Context: an optimization exercise on an open-source flow, tuned for small area, a short achievable clock period and few clock cycles. The choices shown serve that exercise and are no tape-out recipe. Where RTL was checked, it was by simulation tests only, not by an equivalence proof against the original.

## ast_tensor_stream_sv
module ast_tensor_stream_sv #(
   parameter int DATAWIDTH = 14,
   parameter int SIZE      = 4,
   parameter int ACCWIDTH  = 2*DATAWIDTH+$clog2(SIZE)
) (
   input  logic                   clk,
   input  logic                   reset_n,
   input  logic                   cfg_valid,
   input  logic [$clog2(SIZE):0]  cfg_q,
   input  logic [$clog2(SIZE):0]  cfg_r,
   input  logic [$clog2(SIZE):0]  cfg_k,
   input  logic                   in_valid,
   output logic                   in_ready,
   input  logic                   in_set,
   input  logic [DATAWIDTH-1:0]   in_data,
   input  logic                   start,
   input  logic                   keep_b,
   input  logic                   relu,
   output logic                   out_valid,
   input  logic                   out_ready,
   output logic [DATAWIDTH-1:0]   out_data,
   output logic                   out_last,
   output logic                   busy,
   output logic                   done,
   output logic                   err
);
Size in the first run: ~740 flip-flops, about 52 I/O pins, roughly 48000 µm² of cells after synthesis.
make LEC_CHECK=0 ABC_CLOCK_PERIOD_IN_PS=5000 CAP_MARGIN=20 CORE_MARGIN=2 CORE_UTILIZATION=50 CTS_BUF_LIST='sky130_fd_sc_hd__clkbuf_4 sky130_fd_sc_hd__clkbuf_8' SETUP_SLACK_MARGIN=5 SLEW_MARGIN=20 finish   # period 10.0 ns
run.sh (not shown) runs the stock make flow with config.mk's settings and CLKGATE_MAP_FILE= SYNTH_SCRIPT=/design/flow/synth_recipe.tcl, a recipe that flattens the netlist after the stock synthesis.
Testbench counts at the start, summed over its fixed seeds: cycles 15,315.
==> next run, changes <==
- CTS_BUF_LIST: sky130_fd_sc_hd__clkbuf_4 sky130_fd_sc_hd__clkbuf_8 -> unset
Effect: The new run went through all stages and came out clean; via count falls by 0.31%; non-clock buffer count falls by 1; design area hardly moves; worst setup slack is better by 63 ps; wire length falls by 0.43%.

* * *

Another version of the RTL of ast_tensor_stream_sv (not shown whole).
Size: ~4,200 cells after synthesis, about 760 flip-flops, ~52 I/O pins, roughly 49,000 µm² of cells after synthesis.
clock: 10.0 ns
lec_check: 0
abc_clock_period_in_ps: 5000
cap_margin: 20
core_margin: 2
core_utilization: 50
cts_cluster_diameter: 80
cts_cluster_size: 24
place_density: 0.75
slew_margin: 20
standard.sh (not shown) runs the stock make flow with config.mk's settings and CLKGATE_MAP_FILE= SYNTH_SCRIPT=/design/flow/synth_recipe.tcl, a recipe that flattens the netlist after the stock synthesis.
==> flow/flow/run.sh <==
#!/bin/bash
# Standard layout, with timing repair aiming further below the clock period.
set -e
export SETUP_SLACK_MARGIN=5.66
bash standard.sh > standard.log 2>&1
Testbench counts at the start, summed over its fixed seeds: cycles 15,315.
Then changed:
==> flow/flow/run.sh (replaced) <==
#!/bin/bash
# Standard layout, with timing repair aiming further below the clock period.
set -e
export SETUP_SLACK_MARGIN=5.6
bash standard.sh > standard.log 2>&1
--- a/flow/config.mk
+++ b/flow/config.mk
@@ -10,3 +10,3 @@
 export CORE_MARGIN = 2
-export CORE_UTILIZATION = 50
+export CORE_UTILIZATION = 60
 export CTS_CLUSTER_DIAMETER = 80
Clock-buffer cell count goes up by 2; non-clock buffer count goes down by 62; design area goes down by 1.6%; first-iteration DRC count goes up by 12%.
Then changed:
--- a/flow/config.mk
+++ b/flow/config.mk
@@ -10,3 +10,3 @@
 export CORE_MARGIN = 2
-export CORE_UTILIZATION = 60
+export CORE_UTILIZATION = 50
 export CTS_CLUSTER_DIAMETER = 80
Wire length stays flat. Area after synthesis does not change. Critical path depth shrinks by 1. Synthesized cell count does not change. Worst hold slack is worse by 0.022 ns. Via count shrinks by about 0.8%. Setup slack is better by 0.11 ns. Core utilization shrinks by 10 points. Design area grows by 0.58%.

* * *

== zinc ==
Another version of the RTL of ast_tensor_stream_sv (not shown whole).
Size: about 4,200 cells after synthesis, roughly 52 I/O pins.
Settings: LEC_CHECK=0, ABC_CLOCK_PERIOD_IN_PS=5000, CAP_MARGIN=20, CORE_MARGIN=2, CORE_UTILIZATION=50, CTS_CLUSTER_DIAMETER=80, CTS_CLUSTER_SIZE=24, SLEW_MARGIN=20; clock period 10.0 ns.
==> flow/flow/run.sh <==
#!/bin/bash
# Standard layout, with timing repair aiming further below the clock period.
set -e
export SETUP_SLACK_MARGIN=5.6
bash standard.sh > standard.log 2>&1
#### Input delta (xenon over zinc)
# zinc
export LEC_CHECK = 0
export ABC_CLOCK_PERIOD_IN_PS = 5000
export CAP_MARGIN = 20
export CORE_MARGIN = 2
export CORE_UTILIZATION = 50
export CTS_CLUSTER_DIAMETER = 80
export CTS_CLUSTER_SIZE = 24
export SLEW_MARGIN = 20
create_clock -name core_clock -period 10.0 [get_ports {clk}]
# xenon
export LEC_CHECK = 0
export ABC_CLOCK_PERIOD_IN_PS = 5000
export CAP_MARGIN = 20
export CORE_MARGIN = 2
export CORE_UTILIZATION = 50
export CTS_CLUSTER_DIAMETER = 80
export CTS_CLUSTER_SIZE = 24
export PLACE_DENSITY = 0.75
export SLEW_MARGIN = 20
create_clock -name core_clock -period 10.0 [get_ports {clk}]
--- outcome ---
Measured against xenon, the routed length on met1 of zinc comes out at 1.13 times the reference value. Relative to zinc, number of standard cells in the layout, taps in and fillers out has decreased by 20 in xenon.
No run of this note included a check of the RTL's function; only the layout flow was run.

* * *

ast_tensor_stream_sv, a different RTL version from the one above (not shown whole).
Size in the first run: ~4300 cells after synthesis, about 52 I/O pins.
Design ast_tensor_stream_sv, start of the top module:
module ast_tensor_stream_sv #(
   parameter int DATAWIDTH = 14,
   parameter int SIZE      = 4,
   parameter int ACCWIDTH  = 2*DATAWIDTH+$clog2(SIZE)
) (
   input  logic                   clk,
   input  logic                   reset_n,
   input  logic                   cfg_valid,
   input  logic [$clog2(SIZE):0]  cfg_q,
   input  logic [$clog2(SIZE):0]  cfg_r,
   input  logic [$clog2(SIZE):0]  cfg_k,
   input  logic                   in_valid,
   output logic                   in_ready,
   input  logic                   in_set,
   input  logic [DATAWIDTH-1:0]   in_data,
   input  logic                   start,
   input  logic                   keep_b,
   input  logic                   relu,
   output logic                   out_valid,
   input  logic                   out_ready,
   output logic [DATAWIDTH-1:0]   out_data,
   output logic                   out_last,
   output logic                   busy,
   output logic                   done,
   output logic                   err
);
==> flow/config.mk <==
export PLATFORM = sky130hd
export DESIGN_NAME = ast_tensor_stream_sv
export DESIGN_NICKNAME = ast_tensor_stream_sv
export VERILOG_FILES = /design/flow/design.v
export SDC_FILE = /design/flow/constraint.sdc
export NUM_CORES = 4
export LEC_CHECK = 0
export ABC_CLOCK_PERIOD_IN_PS = 5000
export CAP_MARGIN = 20
export CORE_MARGIN = 2
export CORE_UTILIZATION = 50
export CTS_CLUSTER_DIAMETER = 80
export CTS_CLUSTER_SIZE = 24
export SLEW_MARGIN = 20
==> flow/constraint.sdc <==
create_clock -name core_clock -period 10.0 [get_ports {clk}]
set_input_delay 2.0000 -clock core_clock [delete_from_list [all_inputs] [get_ports {clk}]]
set_output_delay 2.0000 -clock core_clock [all_outputs]
set_load 0.01 [all_outputs]
==> flow/flow/run.sh <==
#!/bin/bash
# Standard layout, with timing repair aiming further below the clock period.
set -e
export SETUP_SLACK_MARGIN=5.75
bash standard.sh > standard.log 2>&1
Testbench counts at the start, summed over its fixed seeds: cycles 15,315.
Change:
--- a/flow/flow/run.sh
+++ b/flow/flow/run.sh
@@ -4 +4 @@
-export SETUP_SLACK_MARGIN=5.75
+export SETUP_SLACK_MARGIN=5.6
--- a/flow/config.mk
+++ b/flow/config.mk
@@ -11 +11 @@
-export CORE_UTILIZATION = 50
+export CORE_UTILIZATION = 62
After rerunning:
- The new run finished clean
- area after synthesis stays the same
- final area decreases by 3.1%
- critical path depth is unchanged
- worst setup slack gets worse by 0.0066 ns
- die area fell by about 20%
- routed wire length went down by about 2.2%
- maximum frequency is about the same
Change:
--- a/flow/config.mk
+++ b/flow/config.mk
@@ -11,3 +11,4 @@
-export CORE_UTILIZATION = 62
-export CTS_CLUSTER_DIAMETER = 80
-export CTS_CLUSTER_SIZE = 24
+export CORE_UTILIZATION = 50
+export CTS_CLUSTER_DIAMETER = 90
+export CTS_CLUSTER_SIZE = 30
+export PLACE_DENSITY = 0.75
Outcome:
- routed wire length decreases by 3.3%
- final cell count came out higher by 4.1%
- global-route usage came out lower by 8.5 points
Change:
--- a/flow/config.mk
+++ b/flow/config.mk
@@ -9 +9 @@
-export CAP_MARGIN = 20
+export CAP_MARGIN = 5
@@ -12,4 +12,3 @@
-export CTS_CLUSTER_DIAMETER = 90
-export CTS_CLUSTER_SIZE = 30
-export PLACE_DENSITY = 0.75
-export SLEW_MARGIN = 20
+export CTS_CLUSTER_DIAMETER = 80
+export CTS_CLUSTER_SIZE = 24
+export SLEW_MARGIN = 5
Result: The new run finished clean. Die area is unchanged. Via count falls slightly. Clock-buffer cell count rises by 14. Sequential share of layout area falls by 0.20 points. Wire length rises by a few percent. Maximum frequency rises slightly. Utilization rises by 0.28 points.

[port drivers added, routing unchanged]
No port has a modelled driver above. Below, the same layouts with a new extraction and two added sets of constraints. Step 1: set_driving_cell puts a clkbuf_16 on clk and a buf_2 on each other input, an assumption about the parent block. Step 2, shift: input delay + t, output delay - t, t = (earliest + latest rising clock arrival at the registers) / 2. This alone moves slack from input paths to output paths. Three values: ideal ports, drivers, drivers and shift; two values: the first two.
| run | t, ns | setup slack, ns | hold slack, ns | latest minus earliest clock arrival (ns) | pins driven straight from the clock port |
|---|---|---|---|---|---|
| the first run of note 1 | 0.851 | 5.103 / 5.103 / 4.381 | 0.455 / 0.455 / 0.455 | 0.063 / 0.064 | 1 |
| the second run of note 1 | 0.710 | 5.167 / 5.167 / 4.596 | 0.450 / 0.450 / 0.450 | 0.031 / 0.031 | 1 |
| the first run of note 2 | 0.724 | 5.601 / 5.554 / 5.119 | 0.459 / 0.459 / 0.459 | 0.057 / 0.057 | 1 |
| the second run of note 2 | 0.681 | 5.513 / 5.453 / 5.173 | 0.481 / 0.481 / 0.481 | 0.040 / 0.040 | 1 |
| the third run of note 2 | 0.730 | 5.627 / 5.582 / 5.149 | 0.459 / 0.459 / 0.459 | 0.031 / 0.031 | 1 |
| zinc | 0.726 | 5.478 / 5.431 / 5.059 | 0.443 / 0.443 / 0.443 | 0.037 / 0.037 | 1 |
| xenon | 0.711 | 5.478 / 5.431 / 5.106 | 0.464 / 0.464 / 0.464 | 0.035 / 0.036 | 1 |
| the first run of note 4 | 0.724 | 5.582 / 5.534 / 5.121 | 0.484 / 0.484 / 0.484 | 0.034 / 0.033 | 1 |
| the second run of note 4 | 0.691 | 5.576 / 5.530 / 5.086 | 0.466 / 0.466 / 0.466 | 0.061 / 0.061 | 1 |
| the third run of note 4 | 0.724 | 5.543 / 5.519 / 5.051 | 0.479 / 0.479 / 0.479 | 0.042 / 0.041 | 1 |
| the fourth run of note 4 | 0.726 | 5.589 / 5.543 / 5.023 | 0.482 / 0.482 / 0.482 | 0.041 / 0.041 | 1 |
After both steps setup and hold are still met in every run listed. For the first run of note 1, which loses most, drivers alone change the setup slack by 0.000 ns; drivers and shift together by -0.722 ns.
